This is an optimization exercise on Yosys and OpenROAD, whose aim is small area, a short achievable clock period and few clock cycles, not a production implementation.
RTL that was checked went through simulation tests only; none was proved equivalent to the original.
Function not checked in runs 2 to 4: the RTL went through the layout flow alone.
Power and IR drop assume default switching activity.

## flow/design.v

```verilog
package systolic_mm_pkg;
    typedef logic [4-1:0] data_t;
    typedef logic [16-1:0] accum_t;
    typedef logic [$clog2((8 / 4))-1:0] tile_idx_t;
    typedef logic [$clog2((8 * 8))-1:0] elem_idx_t;
    typedef logic [$clog2((2 * 4 - 1)+1)-1:0] step_t;
    typedef logic [(8 * 8)*4-1:0] matrix_t;
    typedef logic [4*4-1:0] edge_t;
    typedef logic [4*4*16-1:0] tile_sums_t;
    typedef struct packed {
        edge_t left;
        edge_t top;
    } feed_t;
    typedef struct packed {
        tile_idx_t ib;
        tile_idx_t jb;
        tile_idx_t kb;
    } tile_pos_t;
    typedef struct packed {
        elem_idx_t index;
        accum_t value;
    } result_word_t;
    typedef enum logic [2:0] {IDLE, CLEAR, STREAM, FLUSH, COLLECT, NEXT, DRAIN} seq_state_t;
endpackage
`timescale 1ns/10ps
module systolic_mm_top (
    input  logic                          clk,
    input  logic                          rst,
    input  logic                          in_req,
    input  systolic_mm_pkg::data_t        in_data,
    output logic                          in_ack,
    output logic                          out_req,
    output systolic_mm_pkg::result_word_t out_word,
    input  logic                          out_ack,
    output logic                          done
);
    logic [6:0] ph65;
    logic [2:0] ph8;
    logic [7:0] t;
    logic [6:0] tgt_a;
    logic [3:0] d_q;
    logic [2:0] kb_q;
    logic ack_q;
    logic wa_q;
    logic wb1_q;
    logic wb2_pre;
    logic wb2_q;
    wire a_ph = (t[7:6] == 2'b00);
    wire b_ph = (t[7:6] == 2'b01);
    wire t_zero = (t == 8'd0);
    wire b_align = (ph8 == ({t[1:0], 1'b0} - 3'd1));
    wire can_ack = (a_ph & (t_zero | (ph65 == tgt_a))) | (b_ph & b_align);
    wire ack = in_req & ~in_ack & can_ack;
    wire ack_last = ack & (t == 8'd127);
    logic [3:0] ra [65];
    logic [3:0] rb [8][8];
    always_ff @(posedge clk) begin
        ra[0] <= wa_q ? d_q : ra[64];
        for (int n = 1; n < 65; n++) ra[n] <= ra[n-1];
    end
    for (genvar k = 0; k < 8; k++) begin : g_rb
        wire we = (wb1_q | wb2_q) & (kb_q == 3'(k));
        always_ff @(posedge clk) begin
            rb[k][0] <= we ? d_q : rb[k][7];
            for (int n = 1; n < 8; n++) rb[k][n] <= rb[k][n-1];
        end
    end
    always_ff @(posedge clk) begin
        if (!in_ack) begin
            d_q <= in_data;
            kb_q <= t[5:3];
        end
        if (rst) begin
            in_ack <= 1'b0;
            ack_q <= 1'b0;
            wa_q <= 1'b0;
            wb1_q <= 1'b0;
            wb2_pre <= 1'b0;
            wb2_q <= 1'b0;
        end else begin
            in_ack <= in_req & (in_ack | can_ack);
            ack_q <= ack;
            wa_q <= ack & a_ph;
            wb1_q <= ack & b_ph & ~t[2];
            wb2_pre <= ack & b_ph & t[2];
            wb2_q <= wb2_pre;
        end
    end
    logic [6:0] cw;         
    logic [5:0] oidx;
    logic [10:0] oval;
    logic loaded;           
    logic fin;              
    logic [31:0] hold;
    logic [2:0] hrow, hrow_d;
    logic hv, hv_d;
    logic [7:0] prod_q [8];
    wire out_ph = t[7] | (t == 8'd127);
    wire lw = ~out_req & ~loaded & ~cw[6] & out_ph
              & (ph8 == {cw[1:0] + 2'd2, 1'b1})
              & hv_d & (hrow_d == cw[5:3]);
    wire rise = ~out_req & ~out_ack & (loaded | lw) & (t[7] | ack_last);
    wire [6:0] cw_n = lw ? cw + 7'd1 : cw;
    logic [6:0] tgt_row;
    always_comb begin
        case (cw_n[5:3])
            3'd0: tgt_row = 7'd56;
            3'd1: tgt_row = 7'd7;
            3'd2: tgt_row = 7'd23;
            3'd3: tgt_row = 7'd39;
            3'd4: tgt_row = 7'd55;
            3'd5: tgt_row = 7'd6;
            3'd6: tgt_row = 7'd22;
            default: tgt_row = 7'd38;
        endcase
    end
    wire hl = (t[7] | t[6]) & ~cw_n[6] & (ph65 == tgt_row)
              & ~(hv & (hrow == cw_n[5:3]));
    always_ff @(posedge clk) begin
        if (hl) begin
            for (int k = 0; k < 8; k++) hold[4*k +: 4] <= ra[55 - 2*k];
        end
    end
    always_ff @(posedge clk) begin
        for (int k = 0; k < 8; k++) begin
            prod_q[k] <= hold[4*k +: 4] * (cw[2] ? rb[k][2] : rb[k][3]);
        end
    end
    logic [10:0] psum;
    always_comb begin
        psum = '0;
        for (int k = 0; k < 8; k++) psum = psum + 11'(prod_q[k]);
    end
    always_ff @(posedge clk) begin
        if (lw) begin
            oval <= psum;
            oidx <= cw[5:0];
        end
    end
    assign out_word = {oidx, 5'd0, oval};
    always_ff @(posedge clk) begin
        hrow_d <= hrow;
        hv_d <= hv;
        if (rst) begin
            t <= '0;
            out_req <= 1'b0;
            done <= 1'b0;
            loaded <= 1'b0;
            fin <= 1'b0;
            hv <= 1'b0;
            cw <= '0;
            ph65 <= '0;
            ph8 <= '0;
            tgt_a <= '0;
        end else begin
            ph65 <= (ph65 == 7'd64) ? 7'd0 : ph65 + 7'd1;
            ph8 <= ph8 + 3'd1;
            if (ack_q) begin
                t <= t + 8'd1;
                if (t_zero) begin
                    ph65 <= 7'd1;
                    ph8 <= 3'd1;
                    tgt_a <= 7'd1;
                    cw <= '0;
                    hv <= 1'b0;
                    done <= 1'b0;
                end else begin
                    tgt_a <= (tgt_a >= 7'd63) ? tgt_a - 7'd63 : tgt_a + 7'd2;
                end
            end
            if (hl) begin
                hrow <= cw_n[5:3];
                hv <= 1'b1;
            end
            if (lw) cw <= cw + 7'd1;
            loaded <= (loaded | lw) & ~rise;
            if (out_req & out_ack) begin
                out_req <= 1'b0;
                if (oidx == 6'd63) fin <= 1'b1;
            end else if (rise) begin
                out_req <= 1'b1;
            end
            if (fin & ~out_req & ~out_ack) begin
                fin <= 1'b0;
                done <= 1'b1;
                t <= '0;
            end
        end
    end
endmodule
```

## flow/run.sh

```bash
#!/bin/bash
# synth_recipe.tcl (not shown) runs the flow's synth.tcl, then flattens the netlist and writes it again
# the make line also repeats each setting of config.mk as NAME=value (left out here)
make -C /OpenROAD-flow-scripts/flow DESIGN_CONFIG=/design/flow/config.mk WORK_HOME=/design/flow/orfs CLKGATE_MAP_FILE= SYNTH_SCRIPT=/design/flow/synth_recipe.tcl finish
```

## flow/config.mk

```make
export PLATFORM = sky130hd
export DESIGN_NAME = systolic_mm_top
export DESIGN_NICKNAME = systolic_mm_top
export VERILOG_FILES = /design/flow/design.v
export SDC_FILE = /design/flow/constraint.sdc
export NUM_CORES = 4
export LEC_CHECK = 0
export CAP_MARGIN = 20
export CORE_MARGIN = 2
export CORE_UTILIZATION = 40
export SLEW_MARGIN = 20
```

## flow/constraint.sdc

```tcl
create_clock -name core_clock -period 10.0 [get_ports {clk}]
set_input_delay 2.0000 -clock core_clock [delete_from_list [all_inputs] [get_ports {clk}]]
set_output_delay 2.0000 -clock core_clock [all_outputs]
set_load 0.01 [all_outputs]
```

==> flow_summary.ini, run 1 <==
[setup_path]
r2r_cells = 16
crit_top_cell = fa_1
slowest_delay_ns = 0.55
ff2ff_setup_slack_ns = 5.79
start_kind = flop
path_buf_inv = 3
arrival_ns = 4.55
worst_path_dominant_cell_family = adder cells
cp-end-kind = flop
required_ns = 10.34
reg2reg_to = oval[10]$_DFFE_PP_
crit_slowest_cell = fa_1
worstPathMaxFanout = 2
critPathKind = flop to flop
reg2reg_from = prod_q[0][2]$_DFF_P_
path_cells = fa_1 -> inv_1 -> fa_1 -> fa_1 -> fa_1 -> inv_1 -> ha_1 -> inv_1 -> fa_1 -> nor2b_1 -> o21ai_0 -> a21boi_0 -> o21a_1 -> o21ai_0 -> nand2b_1 -> a21o_1

[min_path]
min_from = rb[22][3]$_DFF_P_
min_path_cells = 0
hp-class = flop to flop
whs_endpoint = rb[23][3]$_DFF_P_

[power]
leakagePower_nw = 10.8
p_clk_share_pct = 46.7
switching_share_pct = 19.7
p_int_mw = 4.33
peakVddDrop_uv = 104
p_seq_share_pct = 52.6
powerDensity_mw_per_mm2 = 216
power_frac_comb_pct = 0.7
finalPower_mw = 5.39
power.switching_mw = 1.06

[cts]
cts_resized = 0
post_cts_buffers = 0
clk_latency_ns = 0.58
cts_max_path_buffers = 3
cts_sinks = 686
numCtsBuffers = 68
cts-root-buf = clkbuf_16
cts_tree = yes
cts_max_level = 3
holdBufCountCts = 0
clk_pin_slew_ns = 0.06

[routing]
vias = 10400
first_iter_violations = 475
wl_per_cell_um = 14.3
drc_errors = 0
wl_mm = 34.2
final_antenna_net_count = 0
dr.pass1.iters = 5
via_per_inst = 4.37

[global_route]
grt_max_degree = 33
grtUsageTotal_pct = 12.8
grt_overflow_total = 0
antenna_found_initial = 0
grt_pass1_wl_mm = 56.7
first_global_vias = 11100

[layout]
area_growth_pct = 15.7
diodes = 0
drive_above_1_share_pct = 11.2
nets = 1841

[die]
die_w_um = 236
dieArea_sq_mm = 0.0558
start_util_pct = 40.3
core_area_sq_mm = 0.0535
die_h_um = 236
top_level_ports = 33
fp-row-count = 85

[synthesis]
synth_cell_types = 52
synth_seq_cells = 686
synth_area_leaders = dfxtp_1 58%, edfxtp_1 8.2%, fa_1 7.3%, ha_1 6.7%, mux2_2 3.1%
synth-simple-area-share_pct = 6.91
synth_warnings = 4
syn_inst = 1558
avgSynthCellArea_sq_um = 13.8
yosysTopAreaCellShare_pct = 58.2
ys_dominant_reg_cell = dfxtp_1
synth.most_common_cell = dfxtp_1
async_flop_share_pct = 0
synth_top_family_by_area = adder cells
synth_xor_area_share_pct = 3.15
yosys.area.top_type = dfxtp_1
synthAdderAreaFrac_pct = 14.0
syn_area_sq_mm = 0.0216
synth_mux_area_share_pct = 3.69
seq_area_frac_synth_pct = 66.5
synth.cells.most_frequent = 627 x dfxtp_1, 115 x ha_1, 115 x inv_1
synth-edff-count = 59
synth_compound_area_share_pct = 3.26

[timing]
maxSlewHeadroom_pct = 49.4
period_share_pct = 42.1
max_freq_mhz = 237
rsz0062_at_grt = no
period_needed_ns = 4.21
setup_violations = 0
skew_ns = 0.0183
report.final.slew_viol_count = 0
tns_ns = 0
tightest_slew_ns = 0.757
finalHoldViolations = 0

[placement]
dp_hpwl_mm = 23.9
port_buffers = 27
place_congestion = 0.824

[flow_run]
cap_violations = 0

[outcome]
status = finished clean
final cells by class:
cell class | instances | area [sq um]
timing repair buffer | 29 | 285
clock buffer | 95 | 2060
sequential | 686 | 14300
tap | 696 | 871
inverter | 115 | 432
fill | 4676 | 28600
multi-input combinational | 739 | 6710
clock inverter | 29 | 246
state kept, by name, summed over array words and instances, names as in the netlist, 3 cells and up:
name	flops
hold	32
cw	7
tgt_a	7
d_q	4
oidx	6
hrow_d	3
oval	11
prod_q	64
ph8	3
t	8
hrow	3
ph65	7
kb_q	3
rb	256
ra	260
per-stage QoR:
stage	cell area (sq um)	hold WS, ns	utilization [%]	setup WS (ns)	instances
after floorplan	21600	0.310	-	5.08	1562
after global placement	22600	0.310	42.3	5.80	2265
after detailed placement	22600	0.312	42.3	5.74	2265
after CTS	24900	0.312	46.6	5.75	2389
after global routing	24900	0.319	46.6	5.56	2389
final	24900	0.313	46.6	5.79	2389
worst register-to-register path, delay by kind of cell, from the launching register on:
kind,cells,cell delay [ns]
AOI/OAI and AO/OA,5,0.87
DFF,1,0.31
buffers and inverters,3,0.17
and+or+nand+nor,2,0.12
adders and majority gates,6,2.50
placed cells by master (no fill, tap or decap), drive strengths merged, types with 21 or more instances in the layout:
cell,instances
and2,45
xnor2,50
clkbuf,95
xor2,25
nor2,49
dfxtp,627
nor2b,37
nand2,69
inv,119
clkdlybuf4s50,27
ha,115
mux2,59
edfxtp,59
fa,79
clkinv,21
a21oi,42
power groups by stage:
stage / Sequential [mW] / Clock (mW) / Combinational, mW
floorplan: 2.89 / 0 / 0.0292
global placement: 2.90 / 0 / 0.0380
detailed placement: 2.90 / 0 / 0.0383
CTS: 2.84 / 2.59 / 0.0386
global route: 2.84 / 2.71 / 0.0436
finish: 2.84 / 2.52 / 0.0382
routing by layer:
layer / GRT usage (%) / vias to the layer above / share of wire [%] / routed length [um]
li1: - / 5259 / - / -
met1: 17.4 / 4981 / 50 / 17100
met2: 20.2 / 152 / 44 / 15200
met3: 2.93 / 50 / 3.7 / 1260
met4: 4.69 / 0 / 1.9 / 657
met5: 0 / - / 0 / 0
how the worst max path moves through the flow:
| stage | cells after the start | to | from | slack [ns] |
|---|---|---|---|---|
| 2_1_floorplan | 7 | hold[0]$_DFFE_PP_ | out_req$_SDFFE_PP0P_ | 5.08 |
| 4_1_cts | 16 | oval[10]$_DFFE_PP_ | prod_q[0][2]$_DFF_P_ | 5.75 |
| 3_5_place_dp | 16 | oval[10]$_DFFE_PP_ | prod_q[0][2]$_DFF_P_ | 5.74 |
| 5_1_grt | 16 | oval[10]$_DFFE_PP_ | prod_q[0][2]$_DFF_P_ | 5.56 |
| 6_report | 16 | oval[10]$_DFFE_PP_ | prod_q[0][2]$_DFF_P_ | 5.79 |
| 3_3_place_gp | 16 | oval[10]$_DFFE_PP_ | prod_q[0][2]$_DFF_P_ | 5.80 |
logic make-up (layout without fill, tap and decap cells):
kind of cell,after synthesis,count (layout)
AOI/OAI and AO/OA,109,109
xor gates and xnor gates,76,76
adders and majority gates,194,194
buffers and inverters,137,268
DFF,686,686
muxes,72,72
other,1,5
and+or+nand+nor,283,283
Testbench counts, summed over its fixed seeds: cycles 18,384.
==> run 2, diff against run 1 <==
--- a/flow/design.v
+++ b/flow/design.v
@@ -35,7 +35,7 @@
     output logic                          done
 );
     logic [6:0] ph65;
-    logic [2:0] ph8;
+    logic [3:0] ph16;
     logic [7:0] t;
     logic [6:0] tgt_a;
     logic [3:0] d_q;
@@ -48,21 +48,21 @@
     wire a_ph = (t[7:6] == 2'b00);
     wire b_ph = (t[7:6] == 2'b01);
     wire t_zero = (t == 8'd0);
-    wire b_align = (ph8 == ({t[1:0], 1'b0} - 3'd1));
+    wire b_align = (ph16 == ({t[2:0], 1'b0} - 4'd1));
     wire can_ack = (a_ph & (t_zero | (ph65 == tgt_a))) | (b_ph & b_align);
     wire ack = in_req & ~in_ack & can_ack;
     wire ack_last = ack & (t == 8'd127);
     logic [3:0] ra [65];
-    logic [3:0] rb [8][8];
+    logic [3:0] rb [4][16];
     always_ff @(posedge clk) begin
         ra[0] <= wa_q ? d_q : ra[64];
         for (int n = 1; n < 65; n++) ra[n] <= ra[n-1];
     end
-    for (genvar k = 0; k < 8; k++) begin : g_rb
-        wire we = (wb1_q | wb2_q) & (kb_q == 3'(k));
+    for (genvar m = 0; m < 4; m++) begin : g_rb
+        wire we = (wb1_q | wb2_q) & (kb_q[1:0] == 2'(m));
         always_ff @(posedge clk) begin
-            rb[k][0] <= we ? d_q : rb[k][7];
-            for (int n = 1; n < 8; n++) rb[k][n] <= rb[k][n-1];
+            rb[m][0] <= we ? d_q : rb[m][15];
+            for (int n = 1; n < 16; n++) rb[m][n] <= rb[m][n-1];
         end
     end
     always_ff @(posedge clk) begin
@@ -81,8 +81,8 @@
             in_ack <= in_req & (in_ack | can_ack);
             ack_q <= ack;
             wa_q <= ack & a_ph;
-            wb1_q <= ack & b_ph & ~t[2];
-            wb2_pre <= ack & b_ph & t[2];
+            wb1_q <= ack & b_ph & ~t[5];
+            wb2_pre <= ack & b_ph & t[5];
             wb2_q <= wb2_pre;
         end
     end
@@ -94,11 +94,11 @@
     logic [31:0] hold;
     logic [2:0] hrow, hrow_d;
     logic hv, hv_d;
-    logic [7:0] prod_q [8];
+    logic [9:0] s1;
     wire out_ph = t[7] | (t == 8'd127);
     wire lw = ~out_req & ~loaded & ~cw[6] & out_ph
-              & (ph8 == {cw[1:0] + 2'd2, 1'b1})
-              & hv_d & (hrow_d == cw[5:3]);
+              & (ph16 == {cw[2:0] + 3'd6, 1'b1})
+              & hv_d & (hrow_d == cw[5:3]) & hv & (hrow == cw[5:3]);
     wire rise = ~out_req & ~out_ack & (loaded | lw) & (t[7] | ack_last);
     wire [6:0] cw_n = lw ? cw + 7'd1 : cw;
     logic [6:0] tgt_row;
@@ -114,23 +114,20 @@
             default: tgt_row = 7'd38;
         endcase
     end
-    wire hl = (t[7] | t[6]) & ~cw_n[6] & (ph65 == tgt_row)
+    wire hl = (t[7] | t[6]) & ~cw_n[6] & (ph65 == tgt_row) & ph16[0]
               & ~(hv & (hrow == cw_n[5:3]));
     always_ff @(posedge clk) begin
-        if (hl) begin
-            for (int k = 0; k < 8; k++) hold[4*k +: 4] <= ra[55 - 2*k];
+        for (int k = 0; k < 8; k++) begin
+            hold[4*k +: 4] <= hl ? ra[55 - 2*k] : hold[4*((k+4)%8) +: 4];
         end
     end
-    always_ff @(posedge clk) begin
-        for (int k = 0; k < 8; k++) begin
-            prod_q[k] <= hold[4*k +: 4] * (cw[2] ? rb[k][2] : rb[k][3]);
-        end
+    logic [9:0] hsum;
+    always_comb begin
+        hsum = '0;
+        for (int m = 0; m < 4; m++) hsum = hsum + 10'(hold[4*m +: 4] * rb[m][11]);
     end
-    logic [10:0] psum;
-    always_comb begin
-        psum = '0;
-        for (int k = 0; k < 8; k++) psum = psum + 11'(prod_q[k]);
-    end
+    always_ff @(posedge clk) s1 <= hsum;
+    wire [10:0] psum = 11'(s1) + 11'(hsum);
     always_ff @(posedge clk) begin
         if (lw) begin
             oval <= psum;
@@ -150,16 +147,16 @@
             hv <= 1'b0;
             cw <= '0;
             ph65 <= '0;
-            ph8 <= '0;
+            ph16 <= '0;
             tgt_a <= '0;
         end else begin
             ph65 <= (ph65 == 7'd64) ? 7'd0 : ph65 + 7'd1;
-            ph8 <= ph8 + 3'd1;
+            ph16 <= ph16 + 4'd1;
             if (ack_q) begin
                 t <= t + 8'd1;
                 if (t_zero) begin
                     ph65 <= 7'd1;
-                    ph8 <= 3'd1;
+                    ph16 <= 4'd1;
                     tgt_a <= 7'd1;
                     cw <= '0;
                     hv <= 1'b0;
==> run 2 against run 1 <==
Compared with the run above:
- sequential share of layout area grew 5.1 points
- core utilization is 0.29 points higher
- area after synthesis down 17%
- flip-flop and latch count is 54 lower
- worst hold slack improved by 0.0038 ns
- critical path depth up 3
- non-clock buffer count decreased by 1
- via count decreased by 19%
- die area shrank 17%
- largest cell class unchanged
==> flow_summary.ini, run 2 <==
[setup_path]
crit_top_cell = fa_1
arrival_ns = 6.45
path_buf_inv = 1
path_cells = nand2_1 -> fa_1 -> fa_1 -> fa_1 -> fa_1 -> fa_1 -> fa_1 -> inv_1 -> ha_1 -> a21oi_1 -> o21bai_1 -> a21oi_1 -> o21bai_1 -> a21oi_1 -> xnor2_1 -> ha_1 -> nor3b_1 -> mux2i_1 -> o2111ai_1
worst_path_dominant_cell_family = adder cells
cp-end-kind = flop
required_ns = 10.31
critPathKind = flop to flop
critPathLaunch = hold[5]$_DFF_P_
slowest_delay_ns = 0.54
crit_slowest_cell = fa_1
worstPathMaxFanout = 8
start_kind = flop
reg2reg_from = hold[5]$_DFF_P_

[global_route]
grtUsageTotal_pct = 11.9
grt_overflow_total = 0
first_global_vias = 8520
grt_pass1_wl_mm = 44.0
grt_max_degree = 35
antenna_found_initial = 1

[layout]
stdcell_count = 1958
largest_reg_flops = 260
drive_above_1_share_pct = 11.3
fin_util_pct = 46.9
layout_common_cells = 606 x dfxtp_1, 88 x inv_1, 59 x nand2_1
area_growth_pct = 16.0
finalInstanceArea_sq_mm = 0.0206
diodes = 0
nets = 1433
final_common_cell = dfxtp_1
regMostFlops = ra
reg_top3 = ra x260, rb x256, hold x32

[die]
fp-row-count = 77
core_area_sq_mm = 0.0440
dieArea_sq_mm = 0.0462
top_level_ports = 33
die_w_um = 215
die_h_um = 215
start_util_pct = 40.4

[routing]
dr.pass1.iters = 5
wl_mm = 27.2
wl_per_cell_um = 13.9
via_per_inst = 4.31
vias = 8446
drc_errors = 0
final_antenna_net_count = 0
first_iter_violations = 348

[placement]
dpl_cell_area_sq_mm = 0.0187
place_congestion = 0.826
dpl.cell_count = 1854
port_buffers = 27
dp_hpwl_mm = 18.3

[synthesis]
avgSynthCellArea_sq_um = 14.2
synth_seq_cells = 632
yosysTopAreaCellShare_pct = 68.1
seq_area_frac_synth_pct = 72.5
syn_inst = 1251
yosys.area.top_type = dfxtp_1
synth.cells.most_frequent = 606 x dfxtp_1, 88 x inv_1, 59 x nand2_1
async_flop_share_pct = 0
synth-edff-count = 26
synth_area_leaders = dfxtp_1 68%, fa_1 5.5%, edfxtp_1 4.4%, ha_1 3.9%, mux2_2 2.8%
syn_area_sq_mm = 0.0178
synth_warnings = 3
synth.most_common_cell = dfxtp_1
ys_dominant_reg_cell = dfxtp_1
synth_cell_types = 54

[timing]
setup_violations = 0
max_freq_mhz = 163
tns_ns = 0
period_needed_ns = 6.13
skew_ns = 0.0217
period_share_pct = 61.3
maxSlewHeadroom_pct = 29.6
tightest_slew_ns = 1.05
finalHoldViolations = 0
rsz0062_at_grt = no
report.final.slew_viol_count = 0

[flow_run]
cap_violations = 0

[cts]
cts_sinks = 632
cts_resized = 0
numCtsBuffers = 56
cts-root-buf = clkbuf_16
clk_latency_ns = 0.59
cts_max_level = 2
post_cts_buffers = 0
clk_pin_slew_ns = 0.06
holdBufCountCts = 0
cts_tree = yes
cts_max_path_buffers = 3

[power]
power.switching_mw = 0.951
powerDensity_mw_per_mm2 = 233
p_seq_share_pct = 54.0
p_int_mw = 3.87
peakVddDrop_uv = 166
leakagePower_nw = 8.51
finalPower_mw = 4.82
power_frac_comb_pct = 0.7
p_clk_share_pct = 45.3
switching_share_pct = 19.7

[min_path]
hp-class = flop to flop
min_from = rb[48][0]$_DFF_P_

[outcome]
status = finished clean
-- run 2: changes by cell type after synthesis, sizes merged, moves of 21 or more --
cell    before  now
ha         115   56
nor2b       37    1
edfxtp      59   26
fa          79   49
inv        115   88
xnor2       50   28
dfxtp      627  606
-- run 2: metrics by stage --
step / hold slack, ns / worst slack (ns)
final: 0.317 / 3.87
after global routing: 0.326 / 3.53
after CTS: 0.317 / 3.85
after detailed placement: 0.312 / 3.86
after global placement: 0.310 / 4.05
after floorplan: 0.310 / 4.31
-- run 2: final cells by class --
class                           instances  area, sq um
Clock buffer                           79         1630
Clock inverter                         25          308
Fill cell                            3900        23400
Inverter                               88          330
Multi-Input combinational cell        514         4450
Sequential cell                       632        12900
Tap cell                              592          741
Timing Repair Buffer                   28          278
-- run 2: power groups by stage --
stage | Combinational, mW | Sequential [mW] | Clock (mW)
after CTS | 0.0349 | 2.60 | 2.24
after detailed placement | 0.0347 | 2.66 | 0
final | 0.0344 | 2.60 | 2.18
after global routing | 0.0390 | 2.61 | 2.35
after floorplan | 0.0274 | 2.65 | 0
after global placement | 0.0337 | 2.66 | 0
-- run 2: kinds of logic (layout without fill, tap and decap cells) --
kind of cell	after synthesis	count (layout)	synth area share, %
AND/OR/NAND/NOR	214	214	6.14
multiplexers	56	56	3.69
other	1	5	0.0211
flip-flops	632	632	72.5
XOR/XNOR	53	53	2.61
adder cells (fa/ha/maj)	105	105	9.45
buffers and inverters	109	220	2.57
AO/OA/AOI/OAI	81	81	2.99
-- run 2: worst paths after layout --
check                 endpoint  slack (ns)  cells past startpoint
max          oval[9]$_DFFE_PP_        3.87                     19
min          rb[49][0]$_DFF_P_        0.32                      0
min reg2reg  rb[49][0]$_DFF_P_        0.32                      0
max reg2reg  oval[9]$_DFFE_PP_        3.87                     19
-- run 2: layer usage --
metal | vias to the layer above | GRT usage [%] | wire length, um
met5 | - | 0 | 0
met2 | 135 | 18.2 | 11900
met4 | 0 | 4.63 | 827
met1 | 4060 | 16.5 | 13400
li1 | 4187 | - | -
met3 | 64 | 2.49 | 1010
-- run 2: worst register-to-register path: cells and delay by family, from the launching register on --
family / cells / cell delay (ns)
simple gates: 2 / 0.29
mux: 1 / 0.15
xor+xnor: 1 / 0.16
compound gates: 6 / 0.94
fa+ha+maj: 8 / 3.87
flops: 1 / 0.43
buf+inv: 1 / 0.04
==> run 3, diff against run 2 <==
--- a/flow/design.v
+++ b/flow/design.v
@@ -92,42 +92,45 @@
     logic loaded;           
     logic fin;              
     logic [31:0] hold;
-    logic [2:0] hrow, hrow_d;
-    logic hv, hv_d;
-    logic [9:0] s1;
+    logic [2:0] hrow, hrow_d1, hrow_d2;
+    logic hv, hv_d1, hv_d2;
+    logic [7:0] pq [4];
+    logic [9:0] q1;
     wire out_ph = t[7] | (t == 8'd127);
     wire lw = ~out_req & ~loaded & ~cw[6] & out_ph
               & (ph16 == {cw[2:0] + 3'd6, 1'b1})
-              & hv_d & (hrow_d == cw[5:3]) & hv & (hrow == cw[5:3]);
+              & hv_d1 & (hrow_d1 == cw[5:3]) & hv_d2 & (hrow_d2 == cw[5:3]);
     wire rise = ~out_req & ~out_ack & (loaded | lw) & (t[7] | ack_last);
-    wire [6:0] cw_n = lw ? cw + 7'd1 : cw;
+    wire row_end = (cw[2:0] == 3'd7) & ~cw[6] & (cw[5:3] != 3'd7)
+                   & (ph16 == 4'd10)
+                   & hv & (hrow == cw[5:3]) & hv_d1 & (hrow_d1 == cw[5:3]);
+    wire [2:0] want = cw[5:3] + {2'b00, row_end};
     logic [6:0] tgt_row;
     always_comb begin
-        case (cw_n[5:3])
-            3'd0: tgt_row = 7'd56;
-            3'd1: tgt_row = 7'd7;
-            3'd2: tgt_row = 7'd23;
-            3'd3: tgt_row = 7'd39;
-            3'd4: tgt_row = 7'd55;
-            3'd5: tgt_row = 7'd6;
-            3'd6: tgt_row = 7'd22;
-            default: tgt_row = 7'd38;
+        case (want)
+            3'd0: tgt_row = 7'd55;
+            3'd1: tgt_row = 7'd6;
+            3'd2: tgt_row = 7'd22;
+            3'd3: tgt_row = 7'd38;
+            3'd4: tgt_row = 7'd54;
+            3'd5: tgt_row = 7'd5;
+            3'd6: tgt_row = 7'd21;
+            default: tgt_row = 7'd37;
         endcase
     end
-    wire hl = (t[7] | t[6]) & ~cw_n[6] & (ph65 == tgt_row) & ph16[0]
-              & ~(hv & (hrow == cw_n[5:3]));
+    wire hl = (t[7] | t[6]) & ~cw[6] & (ph65 == tgt_row) & ~ph16[0]
+              & ~(hv & (hrow == want));
     always_ff @(posedge clk) begin
         for (int k = 0; k < 8; k++) begin
-            hold[4*k +: 4] <= hl ? ra[55 - 2*k] : hold[4*((k+4)%8) +: 4];
+            hold[4*k +: 4] <= hl ? ra[54 - 2*k] : hold[4*((k+4)%8) +: 4];
         end
     end
-    logic [9:0] hsum;
-    always_comb begin
-        hsum = '0;
-        for (int m = 0; m < 4; m++) hsum = hsum + 10'(hold[4*m +: 4] * rb[m][11]);
+    always_ff @(posedge clk) begin
+        for (int m = 0; m < 4; m++) pq[m] <= hold[4*m +: 4] * rb[m][10];
     end
-    always_ff @(posedge clk) s1 <= hsum;
-    wire [10:0] psum = 11'(s1) + 11'(hsum);
+    wire [9:0] qsum = 10'(pq[0]) + 10'(pq[1]) + 10'(pq[2]) + 10'(pq[3]);
+    always_ff @(posedge clk) q1 <= qsum;
+    wire [10:0] psum = 11'(q1) + 11'(qsum);
     always_ff @(posedge clk) begin
         if (lw) begin
             oval <= psum;
@@ -136,8 +139,10 @@
     end
     assign out_word = {oidx, 5'd0, oval};
     always_ff @(posedge clk) begin
-        hrow_d <= hrow;
-        hv_d <= hv;
+        hrow_d1 <= hrow;
+        hv_d1 <= hv;
+        hrow_d2 <= hrow_d1;
+        hv_d2 <= hv_d1;
         if (rst) begin
             t <= '0;
             out_req <= 1'b0;
@@ -166,7 +171,7 @@
                 end
             end
             if (hl) begin
-                hrow <= cw_n[5:3];
+                hrow <= want;
                 hv <= 1'b1;
             end
             if (lw) cw <= cw + 7'd1;
--- a/flow/config.mk
+++ b/flow/config.mk
@@ -8,4 +8,8 @@
 export CAP_MARGIN = 20
 export CORE_MARGIN = 2
 export CORE_UTILIZATION = 40
+export CTS_BUF_LIST = sky130_fd_sc_hd__clkbuf_8 sky130_fd_sc_hd__clkbuf_16
+export CTS_CLUSTER_DIAMETER = 60
+export CTS_CLUSTER_SIZE = 20
+export SETUP_SLACK_MARGIN = 5
 export SLEW_MARGIN = 20
==> run 3 against run 2 <==
Compared with the run above:
- largest power group unchanged
- non-clock buffer count grew 1
- sequential power is 5% higher
- still clean
- global-route usage decreased by 0.35 points
- worst setup slack improved by 2.1 ns
- clock power decreased by 22%
- final area grew 0.92%
==> flow_summary.ini, run 3 <==
[cts]
cts_max_level = 2
cts_max_path_buffers = 3
post_cts_buffers = 0
cts_tree = yes
holdBufCountCts = 0
cts-root-buf = clkbuf_16
cts_sinks = 668
numCtsBuffers = 44
cts_resized = 0
clk_pin_slew_ns = 0.08
clk_latency_ns = 0.56

[layout]
nets = 1472
area_growth_pct = 12.1
regMostFlops = ra
final_common_cell = dfxtp_1
largest_reg_flops = 260
reg_top3 = ra x260, rb x256
fin_util_pct = 45.7
drive_above_1_share_pct = 9.14
diodes = 0
layout_common_cells = 642 x dfxtp_1, 81 x ha_1, 54 x nor2_1

[timing]
max_freq_mhz = 246
period_needed_ns = 4.07
rsz0062_at_grt = no
period_share_pct = 40.7
skew_ns = 0.0119
finalHoldViolations = 0
worst_slack_ns = 5.93
maxSlewHeadroom_pct = 38.5
tightest_slew_ns = 0.919
setup_violations = 0
report.final.slew_viol_count = 0
tns_ns = 0

[synthesis]
async_flop_share_pct = 0
synth_seq_cells = 668
synth_warnings = 4
ys_dominant_reg_cell = dfxtp_1
seq_area_frac_synth_pct = 73.3
synth.cells.most_frequent = 642 x dfxtp_1, 81 x ha_1, 54 x nor2_1
yosys.area.top_type = dfxtp_1
synth-edff-count = 26
syn_area_sq_mm = 0.0186
synth.most_common_cell = dfxtp_1
synth_area_leaders = dfxtp_1 69%, ha_1 5.5%, edfxtp_1 4.2%, fa_1 3.6%, mux2_2 3.2%
synth_cell_types = 59
syn_inst = 1292
yosysTopAreaCellShare_pct = 69.1
avgSynthCellArea_sq_um = 14.4

[global_route]
grt_pass1_wl_mm = 44.1
first_global_vias = 8702
grtUsageTotal_pct = 11.5
grt_max_degree = 34
antenna_found_initial = 1
grt_overflow_total = 0

[power]
leakagePower_nw = 8.73
peakVddDrop_uv = 154
powerDensity_mw_per_mm2 = 215

[placement]
dp_hpwl_mm = 17.7
pre_cts_slack_ns = 5.93
port_buffers = 27
place_congestion = 0.757

[die]
die_w_um = 220
start_util_pct = 40.8
core_area_sq_mm = 0.0456
dieArea_sq_mm = 0.0482
top_level_ports = 33
fp-row-count = 78
die_h_um = 220

[routing]
wl_mm = 26.4
via_per_inst = 4.36
dr.pass1.iters = 4
final_antenna_net_count = 0
vias = 8584
wl_per_cell_um = 13.4
drc_errors = 0
first_iter_violations = 387

[setup_path]
crit_slowest_cell = fa_1
start_kind = flop
cp-end-kind = flop
slowest_delay_ns = 0.55
critPathKind = flop to flop
path_cells = fa_1 -> fa_1 -> ha_1 -> fa_1 -> a21o_1 -> a21oi_1 -> o21bai_1 -> a21oi_1 -> o21ai_0 -> ha_1 -> inv_1 -> nor4_1 -> a21oi_1 -> o311a_1 -> o311ai_0
worstPathMaxFanout = 5
arrival_ns = 4.35
required_ns = 10.28

[outcome]
status = finished clean

[flow_run]
cap_violations = 0

[min_path]
hp-class = flop to flop
run 3: changes by cell type in the layout (fill, tap and decap cells not counted), sizes merged, moves of 5 or more:
cell    previous run  this run
nor3               5        10
inv               93        58
nand2             59        52
a21oi             31        36
nand2b             5         0
nor2              48        54
ha                56        81
clkbuf            79        45
clkinv            11         5
bufinv             5         0
fa                49        33
xnor2             28        50
dfxtp            606       642
run 3: per-layer routing:
layer	up-vias	global-route usage [%]	part of all wire [%]
met5	-	0	0
met4	0	4.25	2.4
li1	4366	-	-
met3	45	2.33	3.3
met1	4071	15.6	50
met2	102	18.3	44
run 3: power breakdown:
part,internal (mW),switching [mW],total (mW)
registers,2.72,0.0216,2.74
logic,0.0161,0.0201,0.0362
clock network,0.836,0.877,1.71
run 3: final cells by class:
class,count,area [sq um]
clock buffers,45,1130
clock inverters,18,168
fillers,3989,24700
inverters,45,169
multi-input cells,562,4700
flip-flops and latches,668,13600
well taps,600,751
repair buffers,29,285
run 3: worst paths after layout:
check / from / end / slack (ns) / depth (start not counted)
min reg2reg: ra[18][3]$_DFF_P_ / ra[19][3]$_DFF_P_ / 0.32 / 0
max reg2reg: pq[0][1]$_DFF_P_ / oval[9]$_DFFE_PP_ / 5.93 / 15
max: pq[0][1]$_DFF_P_ / oval[9]$_DFFE_PP_ / 5.93 / 15
min: ra[18][3]$_DFF_P_ / ra[19][3]$_DFF_P_ / 0.32 / 0
run 3: logic make-up after synthesis:
family,after synthesis,share of synthesized area [%]
muxes,57,3.43
xor gates and xnor gates,71,3.35
DFF,668,73.3
other,1,0.0202
AOI/OAI and AO/OA,96,3.37
buffers and inverters,66,1.50
adders and majority gates,114,9.01
and+or+nand+nor,219,5.98
run 3: critical path: cells and delay by family, from the launching register on:
kind                       cells  cell delay [ns]
adders and majority gates      5             1.98
AOI/OAI and AO/OA              8             1.31
DFF                            1             0.32
buffers and inverters          1             0.14
and+or+nand+nor                1             0.06
run 3: through the flow:
stage	instance area, sq um	cells	hold WS [ns]	power (mW)
6_report	20800	1967	0.325	4.49
5_1_grt	20800	1967	0.325	4.66
4_1_cts	20800	1967	0.321	4.55
3_5_place_dp	19500	1904	0.312	2.84
3_3_place_gp	19500	1904	0.310	2.84
2_1_floorplan	18600	1296	0.310	2.82
==> run 4, diff against run 3 <==
==> flow/config.mk (replaced) <==
export PLATFORM = sky130hd
export DESIGN_NAME = systolic_mm_top
export DESIGN_NICKNAME = systolic_mm_top
export VERILOG_FILES = /design/flow/design.v
export SDC_FILE = /design/flow/constraint.sdc
export NUM_CORES = 4
export LEC_CHECK = 0
export ABC_CLOCK_PERIOD_IN_PS = 3000
export CAP_MARGIN = 20
export CORE_MARGIN = 2
export CORE_UTILIZATION = 40
export CTS_CLUSTER_DIAMETER = 80
export CTS_CLUSTER_SIZE = 25
export SETUP_SLACK_MARGIN = 5
export SLEW_MARGIN = 20
==> run 4 against run 3 <==
Compared with the run above:
- flip-flop and latch count stayed put
- still clean
- clock power is 12% lower
- non-clock buffer count stayed put
- clock-buffer cell count is 6 lower
==> flow_summary.ini, run 4 <==
[layout]
largest_reg_flops = 260
drive_above_1_share_pct = 8.07
nets = 1462
stdcell_count = 1951
fill_cells = 4013
fin_util_pct = 45.1
regMostFlops = ra
diodes = 0
final_common_cell = dfxtp_1
finalInstanceArea_sq_mm = 0.0206
area_growth_pct = 10.6
layout_common_cells = 642 x dfxtp_1, 81 x ha_1, 54 x nor2_1
reg_top3 = ra x260, rb x256

[timing]
setup_violations = 0
max_freq_mhz = 245
tightest_slew_ns = 0.937
worst_slack_ns = 5.92
skew_ns = 0.0272
maxSlewHeadroom_pct = 37.3
tns_ns = 0
period_needed_ns = 4.08
rsz0062_at_grt = no
report.final.slew_viol_count = 0
finalHoldViolations = 0
period_share_pct = 40.8
hold_ws_ns = 0.315

[power]
peakVddDrop_uv = 130
finalPower_mw = 4.28
leakagePower_nw = 8.57
powerDensity_mw_per_mm2 = 208

[setup_path]
cp-end-kind = flop
arrival_ns = 4.36
required_ns = 10.28
worstPathMaxFanout = 6
start_kind = flop
critPathKind = flop to flop

[cts]
holdBufCountCts = 0
cts_resized = 0
cts_sinks = 668
post_cts_buffers = 0
cts_tree = yes
clk_pin_slew_ns = 0.10
cts_max_level = 2
cts_max_path_buffers = 3
clk_latency_ns = 0.57
cts-root-buf = clkbuf_16
numCtsBuffers = 34

[synthesis]
yosys.area.top_type = dfxtp_1
synth-edff-count = 26
synth.cells.most_frequent = 642 x dfxtp_1, 81 x ha_1, 54 x nor2_1
seq_area_frac_synth_pct = 73.3
async_flop_share_pct = 0
synth_warnings = 4
synth_area_leaders = dfxtp_1 69%, ha_1 5.5%, edfxtp_1 4.2%, fa_1 3.6%, mux2_2 3.2%
synth_seq_cells = 668
ys_dominant_reg_cell = dfxtp_1
yosysTopAreaCellShare_pct = 69.1
synth_cell_types = 59
avgSynthCellArea_sq_um = 14.4
syn_area_sq_mm = 0.0186
syn_inst = 1292
synth.most_common_cell = dfxtp_1

[routing]
dr.pass1.iters = 6
via_per_inst = 4.38
drc_errors = 0
wl_per_cell_um = 13.4
first_iter_violations = 373
vias = 8541
final_antenna_net_count = 0
wl_mm = 26.2

[global_route]
antenna_found_initial = 1
grt_pass1_wl_mm = 43.6
grtUsageTotal_pct = 11.4
grt_max_degree = 34
first_global_vias = 8599
grt_overflow_total = 0

[placement]
dp_hpwl_mm = 17.7
dpl_cell_area_sq_mm = 0.0195
dpl.cell_count = 1904
port_buffers = 27
pre_cts_slack_ns = 5.93
place_congestion = 0.757

[die]
fp-row-count = 78
die_w_um = 220
core_area_sq_mm = 0.0456
top_level_ports = 33
dieArea_sq_mm = 0.0482
start_util_pct = 40.8
die_h_um = 220

[flow_run]
cap_violations = 0

[min_path]
hp-class = flop to flop

[outcome]
status = finished clean
[run 4: cell counts after synthesis]
Identical to the previous run, type by type.
[run 4: worst max-delay path, stage by stage, from the launching register on]
cell and delay [ns]:
dfxtp_1 0.32, fa_1 0.56, fa_1 0.43, ha_1 0.23
fa_1 0.41, a21o_1 0.20, a21oi_1 0.21, o21bai_1 0.09
a21oi_1 0.22, xnor2_1 0.11, ha_1 0.25, o41ai_1 0.60
o21ai_0 0.18
[run 4: path summary, 6_finish.rpt]
path / end / from / slack [ns] / cells after the start
worst max register to register: oval[10]$_DFFE_PP_ / pq[0][1]$_DFF_P_ / 5.92 / 12
worst min-delay path: rb[28][0]$_DFF_P_ / rb[27][0]$_DFF_P_ / 0.31 / 0
worst min register to register: rb[28][0]$_DFF_P_ / rb[27][0]$_DFF_P_ / 0.31 / 0
worst max-delay path: oval[10]$_DFFE_PP_ / pq[0][1]$_DFF_P_ / 5.92 / 12
[run 4: logic make-up after synthesis]
logic type	Yosys count	share of synthesized area, %
DFF	668	73.3
muxes	57	3.43
AOI/OAI and AO/OA	96	3.37
and+or+nand+nor	219	5.98
adders and majority gates	114	9.01
other	1	0.0202
buffers and inverters	66	1.50
xor gates and xnor gates	71	3.35
[run 4: cell type report]
| type | count | area [sq um] | share of cell area [%] |
|---|---|---|---|
| Clock buffer | 39 | 901 | 4.38 |
| Multi-Input combinational cell | 562 | 4700 | 22.9 |
| Clock inverter | 8 | 126 | 0.614 |
| Sequential cell | 668 | 13600 | 66.3 |
| Inverter | 45 | 169 | 0.821 |
| Tap cell | 600 | 751 | 3.65 |
| Timing Repair Buffer | 29 | 285 | 1.39 |
[run 4: report_power, final]
part           switching, mW  internal (mW)  leakage [nW]
logic                 0.0203         0.0161          2.61
registers             0.0217           2.72          5.47
clock network          0.809          0.689         0.501
total                  0.851           3.42          8.57
[run 4: per-layer routing]
metal  share of wire (%)  vias up  wire [um]  track usage [%]
met5                   0        -          0                0
met4                 2.8        0        729             4.81
met3                 2.8       45        735             1.95
met2                  44       89      11600             18.2
met1                  50     4074      13100             15.4
li1                    -     4333          -                -
==> run 5, diff against run 4 <==
--- a/flow/design.v
+++ b/flow/design.v
@@ -92,45 +92,45 @@
     logic loaded;           
     logic fin;              
     logic [31:0] hold;
-    logic [2:0] hrow, hrow_d1, hrow_d2;
-    logic hv, hv_d1, hv_d2;
+    logic [2:0] hrow, hrow_d1, hrow_d2, hrow_d3;
+    logic hv, hv_d1, hv_d2, hv_d3;
     logic [7:0] pq [4];
-    logic [9:0] q1;
+    logic [9:0] q, q_d;
     wire out_ph = t[7] | (t == 8'd127);
     wire lw = ~out_req & ~loaded & ~cw[6] & out_ph
               & (ph16 == {cw[2:0] + 3'd6, 1'b1})
-              & hv_d1 & (hrow_d1 == cw[5:3]) & hv_d2 & (hrow_d2 == cw[5:3]);
+              & hv_d2 & (hrow_d2 == cw[5:3]) & hv_d3 & (hrow_d3 == cw[5:3]);
     wire rise = ~out_req & ~out_ack & (loaded | lw) & (t[7] | ack_last);
-    wire row_end = (cw[2:0] == 3'd7) & ~cw[6] & (cw[5:3] != 3'd7)
-                   & (ph16 == 4'd10)
+    wire row_end = (cw[2:1] == 2'd3) & ~cw[6] & (cw[5:3] != 3'd7)
+                   & (ph16 == 4'd9)
                    & hv & (hrow == cw[5:3]) & hv_d1 & (hrow_d1 == cw[5:3]);
     wire [2:0] want = cw[5:3] + {2'b00, row_end};
     logic [6:0] tgt_row;
     always_comb begin
         case (want)
-            3'd0: tgt_row = 7'd55;
-            3'd1: tgt_row = 7'd6;
-            3'd2: tgt_row = 7'd22;
-            3'd3: tgt_row = 7'd38;
-            3'd4: tgt_row = 7'd54;
-            3'd5: tgt_row = 7'd5;
-            3'd6: tgt_row = 7'd21;
-            default: tgt_row = 7'd37;
+            3'd0: tgt_row = 7'd54;
+            3'd1: tgt_row = 7'd5;
+            3'd2: tgt_row = 7'd21;
+            3'd3: tgt_row = 7'd37;
+            3'd4: tgt_row = 7'd53;
+            3'd5: tgt_row = 7'd4;
+            3'd6: tgt_row = 7'd20;
+            default: tgt_row = 7'd36;
         endcase
     end
-    wire hl = (t[7] | t[6]) & ~cw[6] & (ph65 == tgt_row) & ~ph16[0]
+    wire hl = (t[7] | t[6]) & ~cw[6] & (ph65 == tgt_row) & ph16[0]
               & ~(hv & (hrow == want));
     always_ff @(posedge clk) begin
         for (int k = 0; k < 8; k++) begin
-            hold[4*k +: 4] <= hl ? ra[54 - 2*k] : hold[4*((k+4)%8) +: 4];
+            hold[4*k +: 4] <= hl ? ra[53 - 2*k] : hold[4*((k+4)%8) +: 4];
         end
     end
     always_ff @(posedge clk) begin
-        for (int m = 0; m < 4; m++) pq[m] <= hold[4*m +: 4] * rb[m][10];
+        for (int m = 0; m < 4; m++) pq[m] <= hold[4*m +: 4] * rb[m][9];
+        q <= 10'(pq[0]) + 10'(pq[1]) + 10'(pq[2]) + 10'(pq[3]);
+        q_d <= q;
     end
-    wire [9:0] qsum = 10'(pq[0]) + 10'(pq[1]) + 10'(pq[2]) + 10'(pq[3]);
-    always_ff @(posedge clk) q1 <= qsum;
-    wire [10:0] psum = 11'(q1) + 11'(qsum);
+    wire [10:0] psum = 11'(q_d) + 11'(q);
     always_ff @(posedge clk) begin
         if (lw) begin
             oval <= psum;
@@ -143,6 +143,8 @@
         hv_d1 <= hv;
         hrow_d2 <= hrow_d1;
         hv_d2 <= hv_d1;
+        hrow_d3 <= hrow_d2;
+        hv_d3 <= hv_d2;
         if (rst) begin
             t <= '0;
             out_req <= 1'b0;
==> flow/flow/run.sh (new file) <==
#!/bin/bash
set -euo pipefail
bash standard.sh \
  "BUFFER_PORTS_ARGS=-buffer_cell sky130_fd_sc_hd__buf_4" \
  SETUP_SLACK_MARGIN=6.7 \
  finish > make_finish.log 2>&1
==> flow/standard.sh (new file) <==
#!/bin/bash
# synth_recipe.tcl (not shown) runs the flow's synth.tcl, then flattens the netlist and writes it again
# the make line also repeats each setting of config.mk as NAME=value (left out here)
make -C /OpenROAD-flow-scripts/flow DESIGN_CONFIG=/design/flow/config.mk WORK_HOME=/design/flow/orfs CLKGATE_MAP_FILE= SYNTH_SCRIPT=/design/flow/synth_recipe.tcl "${@:-finish}"
--- a/flow/config.mk
+++ b/flow/config.mk
@@ -11,5 +11,4 @@
 export CORE_UTILIZATION = 40
 export CTS_CLUSTER_DIAMETER = 80
 export CTS_CLUSTER_SIZE = 25
-export SETUP_SLACK_MARGIN = 5
 export SLEW_MARGIN = 20
removed: flow/run.sh
==> run 5 against run 4 <==
Compared with the run above:
- routed wire length grew 3.5%
- register-to-register slack gained 0.95 ns
- non-clock buffer count grew 8
- cell count grew 1.3%
- area after synthesis grew 1.3%
- flip-flop and latch count grew 14
- worst hold slack lost 0.0066 ns
- via count grew 0.68%
- clock-buffer cell count grew 2
- still clean
- worst setup slack gained 0.85 ns
- sequential share of layout area grew 0.48 points
- fmax grew 26%
==> flow_summary.ini, run 5 <==
[synthesis]
ys_dominant_reg_cell = dfxtp_1
syn_area_sq_mm = 0.0188
syn_inst = 1300
synth-edff-count = 26
synth.cells.most_frequent = 656 x dfxtp_1, 80 x ha_1, 57 x nor2_1
async_flop_share_pct = 0
yosysTopAreaCellShare_pct = 69.8
synth_warnings = 4
synth.most_common_cell = dfxtp_1
avgSynthCellArea_sq_um = 14.5
synth_cell_types = 62
synth_area_leaders = dfxtp_1 70%, ha_1 5.3%, edfxtp_1 4.1%, fa_1 3.5%, mux2_2 2.9%
synth_seq_cells = 682
yosys.area.top_type = dfxtp_1
seq_area_frac_synth_pct = 73.9

[timing]
skew_ns = 0.0246
report.final.slew_viol_count = 0
maxSlewHeadroom_pct = 32.8
tns_ns = 0
setup_violations = 0
finalHoldViolations = 0
period_share_pct = 32.3
period_needed_ns = 3.23
rsz0062_at_grt = no
max_freq_mhz = 310
tightest_slew_ns = 1.00
hold_ws_ns = 0.308

[placement]
place_congestion = 0.764
port_buffers = 27
dp_hpwl_mm = 17.9
dpl_cell_area_sq_mm = 0.0197

[global_route]
antenna_found_initial = 1
first_global_vias = 8586
grt_overflow_total = 0
grtUsageTotal_pct = 11.1
grt_pass1_wl_mm = 44.1
grt_max_degree = 35

[die]
die_w_um = 221
core_area_sq_mm = 0.0465
dieArea_sq_mm = 0.0488
fp-row-count = 79
start_util_pct = 40.5
die_h_um = 221
top_level_ports = 33

[setup_path]
critPathKind = flop to primary output
start_kind = flop
cp-end-kind = primary output
path_cells = buf_4
required_ns = 8.00
worstPathMaxFanout = 6
arrival_ns = 1.23
ff2ff_setup_slack_ns = 6.87
worst_path_dominant_cell_family = flip-flops
path_buf_inv = 1
slowest_delay_ns = 0.49
crit_slowest_cell = dfxtp_1

[cts]
cts_sinks = 682
clk_pin_slew_ns = 0.11
cts-root-buf = clkbuf_16
cts_max_path_buffers = 3
numCtsBuffers = 34
cts_tree = yes
cts_max_level = 2
clk_latency_ns = 0.56

[power]
power_frac_comb_pct = 0.8
p_seq_share_pct = 64.9
switching_share_pct = 19.9
power.switching_mw = 0.857
p_int_mw = 3.46
p_clk_share_pct = 34.3
leakagePower_nw = 8.66
powerDensity_mw_per_mm2 = 207
peakVddDrop_uv = 166

[layout]
diodes = 0
final_common_cell = dfxtp_1
area_growth_pct = 10.7
largest_reg_flops = 260
fill_cells = 4182
layout_common_cells = 655 x dfxtp_1, 79 x ha_1, 56 x nor2_1
finalInstanceArea_sq_mm = 0.0208
nets = 1477
regMostFlops = ra
drive_above_1_share_pct = 10.4
reg_top3 = ra x260, rb x256

[routing]
final_antenna_net_count = 0
vias = 8599
dr.pass1.iters = 4
wl_per_cell_um = 13.7
first_iter_violations = 406
drc_errors = 0
via_per_inst = 4.35
wl_mm = 27.1

[flow_run]
cap_violations = 0

[min_path]
hp-class = flop to flop

[outcome]
status = finished clean
[run 5: timing repair]
action | 4_1_cts | 5_1_grt
buffers inserted | 0 | 6
pin swaps | 0 | 4
endpoints found under the setup margin | 35 | 35
gates resized for setup | 3 | 10
hold buffers | 0 | 0
gates cloned | 0 | 3
[run 5: final timing paths]
check,from,end,depth (start not counted)
hold reg to reg,ra[26][3]$_DFF_P_,ra[27][3]$_DFF_P_,0
setup reg to reg,cw[5]$_SDFFE_PP0P_,hold[12]$_DFF_P_,13
setup / recovery,out_req$_SDFFE_PP0P_,out_req,1
hold / removal,ra[26][3]$_DFF_P_,ra[27][3]$_DFF_P_,0
[run 5: kinds of logic (layout without fill, tap and decap cells)]
group | Yosys count | after routing | share of synthesized area [%]
XOR/XNOR | 67 | 67 | 3.16
AO/OA/AOI/OAI | 93 | 93 | 3.36
other | 1 | 5 | 0.0199
adder cells (fa/ha/maj) | 113 | 113 | 8.83
flip-flops | 682 | 682 | 73.9
AND/OR/NAND/NOR | 223 | 223 | 5.98
buffers and inverters | 67 | 132 | 1.52
multiplexers | 54 | 54 | 3.22
[run 5: power by group through the flow]
stage | registers (mW) | clock network, mW | logic [mW]
2_1_floorplan | 2.85 | 0 | 0.0292
3_3_place_gp | 2.87 | 0 | 0.0345
3_5_place_dp | 2.87 | 0 | 0.0351
4_1_cts | 2.80 | 1.53 | 0.0355
5_1_grt | 2.81 | 1.64 | 0.0406
6_report | 2.80 | 1.48 | 0.0358
[run 5: layout make-up]
type | count | area (sq um) | share of cell area (%)
Sequential cell | 682 | 13900 | 66.8
Multi-Input combinational cell | 555 | 4660 | 22.4
Clock buffer | 41 | 877 | 4.21
Tap cell | 607 | 759 | 3.64
Timing Repair Buffer | 37 | 337 | 1.61
Inverter | 46 | 173 | 0.828
Clock inverter | 8 | 118 | 0.564
[run 5: per-layer routing]
layer,GRT usage [%],wire length (um),vias up
met4,3.57,557,0
met2,17.0,11600,98
met5,0,0,-
met3,2.20,937,38
li1,-,-,4377
met1,15.9,14000,4086
[run 5: through the flow]
stage | instances | utilization [%] | setup WS [ns] | power [mW]
after floorplan | 1304 | - | 6.97 | 2.88
after global placement | 1918 | 42.4 | 6.59 | 2.90
after detailed placement | 1918 | 42.4 | 6.48 | 2.90
after CTS | 1967 | 44.6 | 6.70 | 4.37
after global routing | 1976 | 44.9 | 6.64 | 4.48
final | 1976 | 44.9 | 6.77 | 4.32
Testbench counts of run 5, summed over its fixed seeds: cycles 18,384.
==> run 6, diff against run 5 <==
==> flow/flow/run.sh (replaced) <==
#!/bin/bash
set -euo pipefail
bash standard.sh \
  "BUFFER_PORTS_ARGS=-buffer_cell sky130_fd_sc_hd__buf_4" \
  SETUP_SLACK_MARGIN=7.3 \
  finish > make_finish.log 2>&1
==> run 6 against run 5 <==
Compared with the run above:
- still clean on timing, DRC and antenna
- die area stayed put
- area after synthesis stayed put
- synthesized cell count stayed put
- first-iteration DRC count stayed put
- clock-buffer cell count is 1 higher
- critical path type unchanged
- largest cell class unchanged
==> flow_summary.ini, run 6 <==
[outcome]
status = finished clean

[timing]
max_freq_mhz = 317
maxSlewHeadroom_pct = 36.6
setup_violations = 0
finalHoldViolations = 0
period_share_pct = 31.5
tns_ns = 0
rsz0062_at_grt = yes
skew_ns = 0.0152
report.final.slew_viol_count = 0
period_needed_ns = 3.15
tightest_slew_ns = 0.943

[power]
power_frac_comb_pct = 1.0
leakagePower_nw = 9.04
powerDensity_mw_per_mm2 = 199
peakVddDrop_uv = 170
p_int_mw = 3.46
switching_share_pct = 19.8
p_clk_share_pct = 34.3
power.switching_mw = 0.854
p_seq_share_pct = 64.7
finalPower_mw = 4.32

[layout]
layout_common_cells = 621 x dfxtp_1, 73 x ha_1, 54 x nor2_1
reg_top3 = ra x260, rb x256
regArea_sq_mm = 0.0140
fill_cells = 4055
regMostFlops = ra
fin_util_pct = 46.8
multi_input_area_sq_mm = 0.00502
diodes = 0
largest_reg_flops = 260
drive_above_1_share_pct = 18.0
nets = 1513
area_growth_pct = 15.5
final_common_cell = dfxtp_1

[setup_path]
crit_slowest_cell = edfxtp_1
required_ns = 8.00
critPathLaunch = oidx[1]$_DFFE_PP_
arrival_ns = 1.15
ff2ff_setup_slack_ns = 6.99
start_kind = flop
r2r_cells = 16
path_buf_inv = 1
reg2reg_to = hold[12]$_DFF_P_
cp-end-kind = primary output
slowest_delay_ns = 0.45
worstPathMaxFanout = 2
critPathKind = flop to primary output
worst_path_dominant_cell_family = flip-flops
reg2reg_from = ph16[1]$_SDFF_PP0_
path_cells = buf_6

[synthesis]
seq_area_frac_synth_pct = 73.9
synth_warnings = 4
synth.most_common_cell = dfxtp_1
synth_cell_types = 62
syn_inst = 1300
yosysTopAreaCellShare_pct = 69.8
yosys.area.top_type = dfxtp_1
async_flop_share_pct = 0
synth.cells.most_frequent = 656 x dfxtp_1, 80 x ha_1, 57 x nor2_1
syn_area_sq_mm = 0.0188
synth-edff-count = 26
ys_dominant_reg_cell = dfxtp_1
synth_seq_cells = 682
avgSynthCellArea_sq_um = 14.5
synth_area_leaders = dfxtp_1 70%, ha_1 5.3%, edfxtp_1 4.1%, fa_1 3.5%, mux2_2 2.9%

[die]
top_level_ports = 33
dieArea_sq_mm = 0.0488
fp-row-count = 79
die_h_um = 221
start_util_pct = 40.5
core_area_sq_mm = 0.0465
die_w_um = 221

[routing]
via_per_inst = 4.35
first_iter_violations = 406
dr.pass1.iters = 4
drc_errors = 0
final_antenna_net_count = 0
wl_mm = 28.6
vias = 8748
wl_per_cell_um = 14.2

[placement]
place_congestion = 0.781
port_buffers = 27
dp_hpwl_mm = 17.8

[global_route]
grt_pass1_wl_mm = 46.4
antenna_found_initial = 1
grt_max_degree = 27
first_global_vias = 8868
grt_overflow_total = 0
grtUsageTotal_pct = 11.8

[cts]
cts-root-buf = clkbuf_16
cts_max_level = 2
numCtsBuffers = 34
clk_pin_slew_ns = 0.10
cts_sinks = 682
cts_tree = yes
cts_max_path_buffers = 3
clk_latency_ns = 0.54

[min_path]
min_path_cells = 0
min_from = rb[60][0]$_DFF_P_
hp-class = flop to flop
whs_endpoint = rb[61][0]$_DFF_P_

[flow_run]
cap_violations = 0
[run 6: cell counts after synthesis]
Identical to the previous run, type by type.
[run 6: layer usage]
layer  track usage [%]  wire length, um  vias to the layer above  share of wire, %
li1                  -                -                     4453                 -
met3              2.10              956                       27               3.3
met2              18.4            12500                       92                44
met5                 0                0                        -                 0
met4              2.99              429                        0               1.5
met1              17.1            14700                     4176                51
[run 6: what timing repair did]
action | 4_1_cts | 5_1_grt
endpoints found under the setup margin | 71 | 88
gates resized for setup | 130 | 34
gates cloned | 4 | 1
hold buffers | 0 | 0
pin swaps | 20 | 36
setup buffers | 32 | 9
[run 6: worst max path at each step]
stage / endpoint / slack (ns) / cells past startpoint
2_1_floorplan: hold[21]$_DFF_P_ / 7.22 / 13
3_3_place_gp: hold[29]$_DFF_P_ / 6.60 / 11
3_5_place_dp: hold[29]$_DFF_P_ / 6.53 / 9
4_1_cts: out_word[17] / 6.81 / 1
5_1_grt: out_word[17] / 6.79 / 1
6_report: out_word[17] / 6.85 / 1
[run 6: logic make-up (layout without fill, tap and decap cells)]
family / count (synthesis) / after routing / share of synthesized area, %
AOI/OAI and AO/OA: 93 / 93 / 3.36
xor gates and xnor gates: 67 / 67 / 3.16
adders and majority gates: 113 / 113 / 8.83
buffers and inverters: 67 / 165 / 1.52
DFF: 682 / 682 / 73.9
muxes: 54 / 54 / 3.22
other: 1 / 5 / 0.0199
and+or+nand+nor: 223 / 224 / 5.98
[run 6: power by group through the flow]
| stage | clock, mW | combinational, mW | sequential (mW) |
|---|---|---|---|
| after global routing | 1.64 | 0.0488 | 2.80 |
| after global placement | 0 | 0.0355 | 2.86 |
| after floorplan | 0 | 0.0300 | 2.85 |
| final | 1.48 | 0.0434 | 2.79 |
| after detailed placement | 0 | 0.0359 | 2.86 |
| after CTS | 1.54 | 0.0437 | 2.80 |
[run 6: through the flow]
stage / hold WS, ns / instance area (sq um) / setup slack [ns] / std cells
2_1_floorplan: 0.310 / 18900 / 7.22 / 1304
3_3_place_gp: 0.310 / 19800 / 6.60 / 1917
3_5_place_dp: 0.312 / 19800 / 6.53 / 1917
4_1_cts: 0.324 / 21500 / 6.81 / 2000
5_1_grt: 0.329 / 21700 / 6.79 / 2010
6_report: 0.324 / 21700 / 6.85 / 2010
[run 6: area by class of cell]
type	count	area share [%]
inverters	46	0.812
well taps	607	3.49
flip-flops and latches	682	64.5
repair inverters	1	0.0345
repair buffers	71	3.44
multi-input cells	556	23.1
clock buffers	42	4.25
clock inverters	5	0.357
==> run 7, diff against run 6 <==
==> flow/run.sh (new file) <==
#!/bin/bash
# synth_recipe.tcl (not shown) runs the flow's synth.tcl, then flattens the netlist and writes it again
# the make line also repeats each setting of config.mk as NAME=value (left out here)
make -C /OpenROAD-flow-scripts/flow DESIGN_CONFIG=/design/flow/config.mk WORK_HOME=/design/flow/orfs CLKGATE_MAP_FILE= SYNTH_SCRIPT=/design/flow/synth_recipe.tcl finish
--- a/flow/config.mk
+++ b/flow/config.mk
@@ -11,4 +11,5 @@
 export CORE_UTILIZATION = 40
 export CTS_CLUSTER_DIAMETER = 80
 export CTS_CLUSTER_SIZE = 25
+export SETUP_SLACK_MARGIN = 5
 export SLEW_MARGIN = 20
removed: flow/flow/run.sh
removed: flow/standard.sh
==> run 7 against run 6 <==
Compared with the run above:
- still clean on timing, DRC and antenna
- routed wire length decreased by 7.2%
- final area is 5.1% lower
- synthesized cell count unchanged
- clock-buffer cell count decreased by 4
- die area stayed put
- total power is 2.7% lower
- non-clock buffer count is 42 lower
- flip-flop and latch count is the same
- largest power group unchanged
==> flow_summary.ini, run 7 <==
[routing]
vias = 8584
wl_mm = 26.5
drc_errors = 0
wl_per_cell_um = 13.5
final_antenna_net_count = 0
dr.pass1.iters = 4
first_iter_violations = 417
via_per_inst = 4.38

[setup_path]
path_cells = clkdlybuf4s50_1
critPathLaunch = out_req$_SDFFE_PP0P_
worst_path_dominant_cell_family = buffers and inverters
reg2reg_from = cw[5]$_SDFFE_PP0P_
crit_slowest_cell = clkdlybuf4s50_1
critPathKind = flop to primary output
required_ns = 8.00
path_buf_inv = 1
arrival_ns = 1.68
start_kind = flop
worstPathMaxFanout = 6
cp-end-kind = primary output
slowest_delay_ns = 0.59

[cts]
clk_pin_slew_ns = 0.10
cts_max_level = 1
post_cts_buffers = 0
holdBufCountCts = 0
cts_tree = yes
cts-root-buf = clkbuf_16
cts_max_path_buffers = 3
numCtsBuffers = 31
cts_sinks = 682
cts_resized = 0
clk_latency_ns = 0.60

[layout]
area_growth_pct = 9.61
reg_top3 = ra x260, rb x256
layout_common_cells = 656 x dfxtp_1, 80 x ha_1, 57 x nor2_1
final_common_cell = dfxtp_1
fin_util_pct = 44.4
drive_above_1_share_pct = 6.88
multi_input_area_sq_mm = 0.00464
regArea_sq_mm = 0.0139
fill_cells = 4184
largest_reg_flops = 260
regMostFlops = ra
nets = 1466

[timing]
period_share_pct = 36.8
rsz0062_at_grt = no
skew_ns = 0.0223
max_freq_mhz = 272
finalHoldViolations = 0
maxSlewHeadroom_pct = 35.9
period_needed_ns = 3.68
tightest_slew_ns = 0.959
setup_violations = 0
report.final.slew_viol_count = 0
tns_ns = 0

[synthesis]
syn_inst = 1300
async_flop_share_pct = 0
synth_warnings = 4
yosys.area.top_type = dfxtp_1
avgSynthCellArea_sq_um = 14.5
ys_dominant_reg_cell = dfxtp_1
syn_area_sq_mm = 0.0188
synth_area_leaders = dfxtp_1 70%, ha_1 5.3%, edfxtp_1 4.1%, fa_1 3.5%, mux2_2 2.9%
synth-edff-count = 26
seq_area_frac_synth_pct = 73.9
synth_seq_cells = 682
synth.most_common_cell = dfxtp_1
synth_cell_types = 62
synth.cells.most_frequent = 656 x dfxtp_1, 80 x ha_1, 57 x nor2_1
yosysTopAreaCellShare_pct = 69.8

[power]
peakVddDrop_uv = 171
powerDensity_mw_per_mm2 = 204
leakagePower_nw = 8.53

[placement]
dp_hpwl_mm = 18.0
place_congestion = 0.749
port_buffers = 27

[min_path]
min_from = rb[33][0]$_DFF_P_
hp-class = flop to flop

[global_route]
grt_max_degree = 35
antenna_found_initial = 1
first_global_vias = 8508
grt_overflow_total = 0
grtUsageTotal_pct = 11.0
grt_pass1_wl_mm = 43.8

[die]
top_level_ports = 33
start_util_pct = 40.5
fp-row-count = 79
dieArea_sq_mm = 0.0488
die_h_um = 221
die_w_um = 221
core_area_sq_mm = 0.0465

[outcome]
status = finished clean

[flow_run]
cap_violations = 0
-- run 7: cell counts after synthesis --
No cell type changed its count.
-- run 7: cells by family after synthesis --
| group | count (synthesis) | share of synthesized area (%) |
|---|---|---|
| DFF | 682 | 73.9 |
| and+or+nand+nor | 223 | 5.98 |
| adders and majority gates | 113 | 8.83 |
| AOI/OAI and AO/OA | 93 | 3.36 |
| xor gates and xnor gates | 67 | 3.16 |
| buffers and inverters | 67 | 1.52 |
| muxes | 54 | 3.22 |
| other | 1 | 0.0199 |
-- run 7: layout make-up --
class / count / share of cell area [%]
Multi-Input combinational cell: 555 / 22.5
Tap cell: 607 / 3.68
Timing Repair Buffer: 29 / 1.38
Antenna cell: 1 / 0.0121
Clock inverter: 2 / 0.176
Inverter: 46 / 0.837
Clock buffer: 38 / 3.99
Sequential cell: 682 / 67.4
-- run 7: metrics by stage --
stage | setup WS, ns | instances | cell area (sq um) | hold slack (ns) | power, mW
floorplan | 6.97 | 1304 | 18800 | 0.310 | 2.88
global placement | 6.61 | 1919 | 19800 | 0.310 | 2.90
detailed placement | 6.56 | 1919 | 19800 | 0.312 | 2.90
CTS | 6.29 | 1959 | 20600 | 0.321 | 4.25
global route | 6.17 | 1959 | 20600 | 0.326 | 4.37
finish | 6.32 | 1960 | 20600 | 0.319 | 4.20
-- run 7: worst paths after layout --
check	endpoint	slack (ns)	depth (start not counted)
max reg2reg	hold[17]$_DFF_P_	6.54	12
max	out_req	6.32	1
min	rb[34][0]$_DFF_P_	0.32	0
min reg2reg	rb[34][0]$_DFF_P_	0.32	0
-- run 7: where the power goes --
group / internal, mW / leakage (nW) / switching (mW) / total, mW
combinational: 0.0164 / 2.57 / 0.0197 / 0.0361
clock: 0.587 / 0.419 / 0.776 / 1.36
sequential: 2.78 / 5.54 / 0.0252 / 2.80
total: 3.38 / 8.53 / 0.821 / 4.20
-- run 7: worst reg2reg max path, delay by kind of cell, from the launching register on --
kind                     cells  cell delay (ns)
AO/OA/AOI/OAI                3             0.71
flip-flops                   1             0.56
AND/OR/NAND/NOR              3             0.48
adder cells (fa/ha/maj)      2             0.46
multiplexers                 1             0.42
buffers and inverters        1             0.38
XOR/XNOR                     2             0.32
-- run 7: routing by layer --
layer  GRT usage [%]  part of all wire (%)  up-vias
met3            1.93                   3.2       43
met1            16.1                    52     4094
met2            16.6                    42      103
met4            3.36                   2.4        0
li1                -                     -     4344
met5               0                     0        -

==> separate check: timing with driven ports <==
How much do the figures lean on ideal ports? The routed layouts below were timed once more, with nothing changed but the port constraints.
Step 1 (the two cells are an assumption about what drives the block):
set clk [get_ports {clk}]
set_driving_cell -lib_cell sky130_fd_sc_hd__clkbuf_16 $clk
set_driving_cell -lib_cell sky130_fd_sc_hd__buf_2 [delete_from_list [all_inputs] $clk]
Step 2, shift: input delay + t, output delay - t, t = (earliest + latest rising clock arrival at the registers) / 2. This alone moves slack from input paths to output paths.
a / b / c = no drivers / after step 1 / after step 2; a / b = the first two.
run | shift t [ns] | setup WS [ns] | worst register clock-pin slew, ns | cell pins on the clock port's net
run 1 | 0.629 | 5.787 / 5.787 / 5.787 | 0.06 / 0.06 | 1
run 2 | 0.633 | 3.866 / 3.866 / 3.866 | 0.07 / 0.07 | 1
run 3 | 0.612 | 5.934 / 5.934 / 5.934 | 0.08 / 0.08 | 1
run 4 | 0.607 | 5.919 / 5.919 / 5.919 | 0.10 / 0.10 | 1
run 5 | 0.596 | 6.772 / 6.718 / 6.868 | 0.11 / 0.11 | 1
run 6 | 0.593 | 6.849 / 6.793 / 6.989 | 0.10 / 0.10 | 1
run 7 | 0.649 | 6.323 / 6.268 / 6.539 | 0.10 / 0.10 | 1
After both steps every run listed still meets setup and hold.
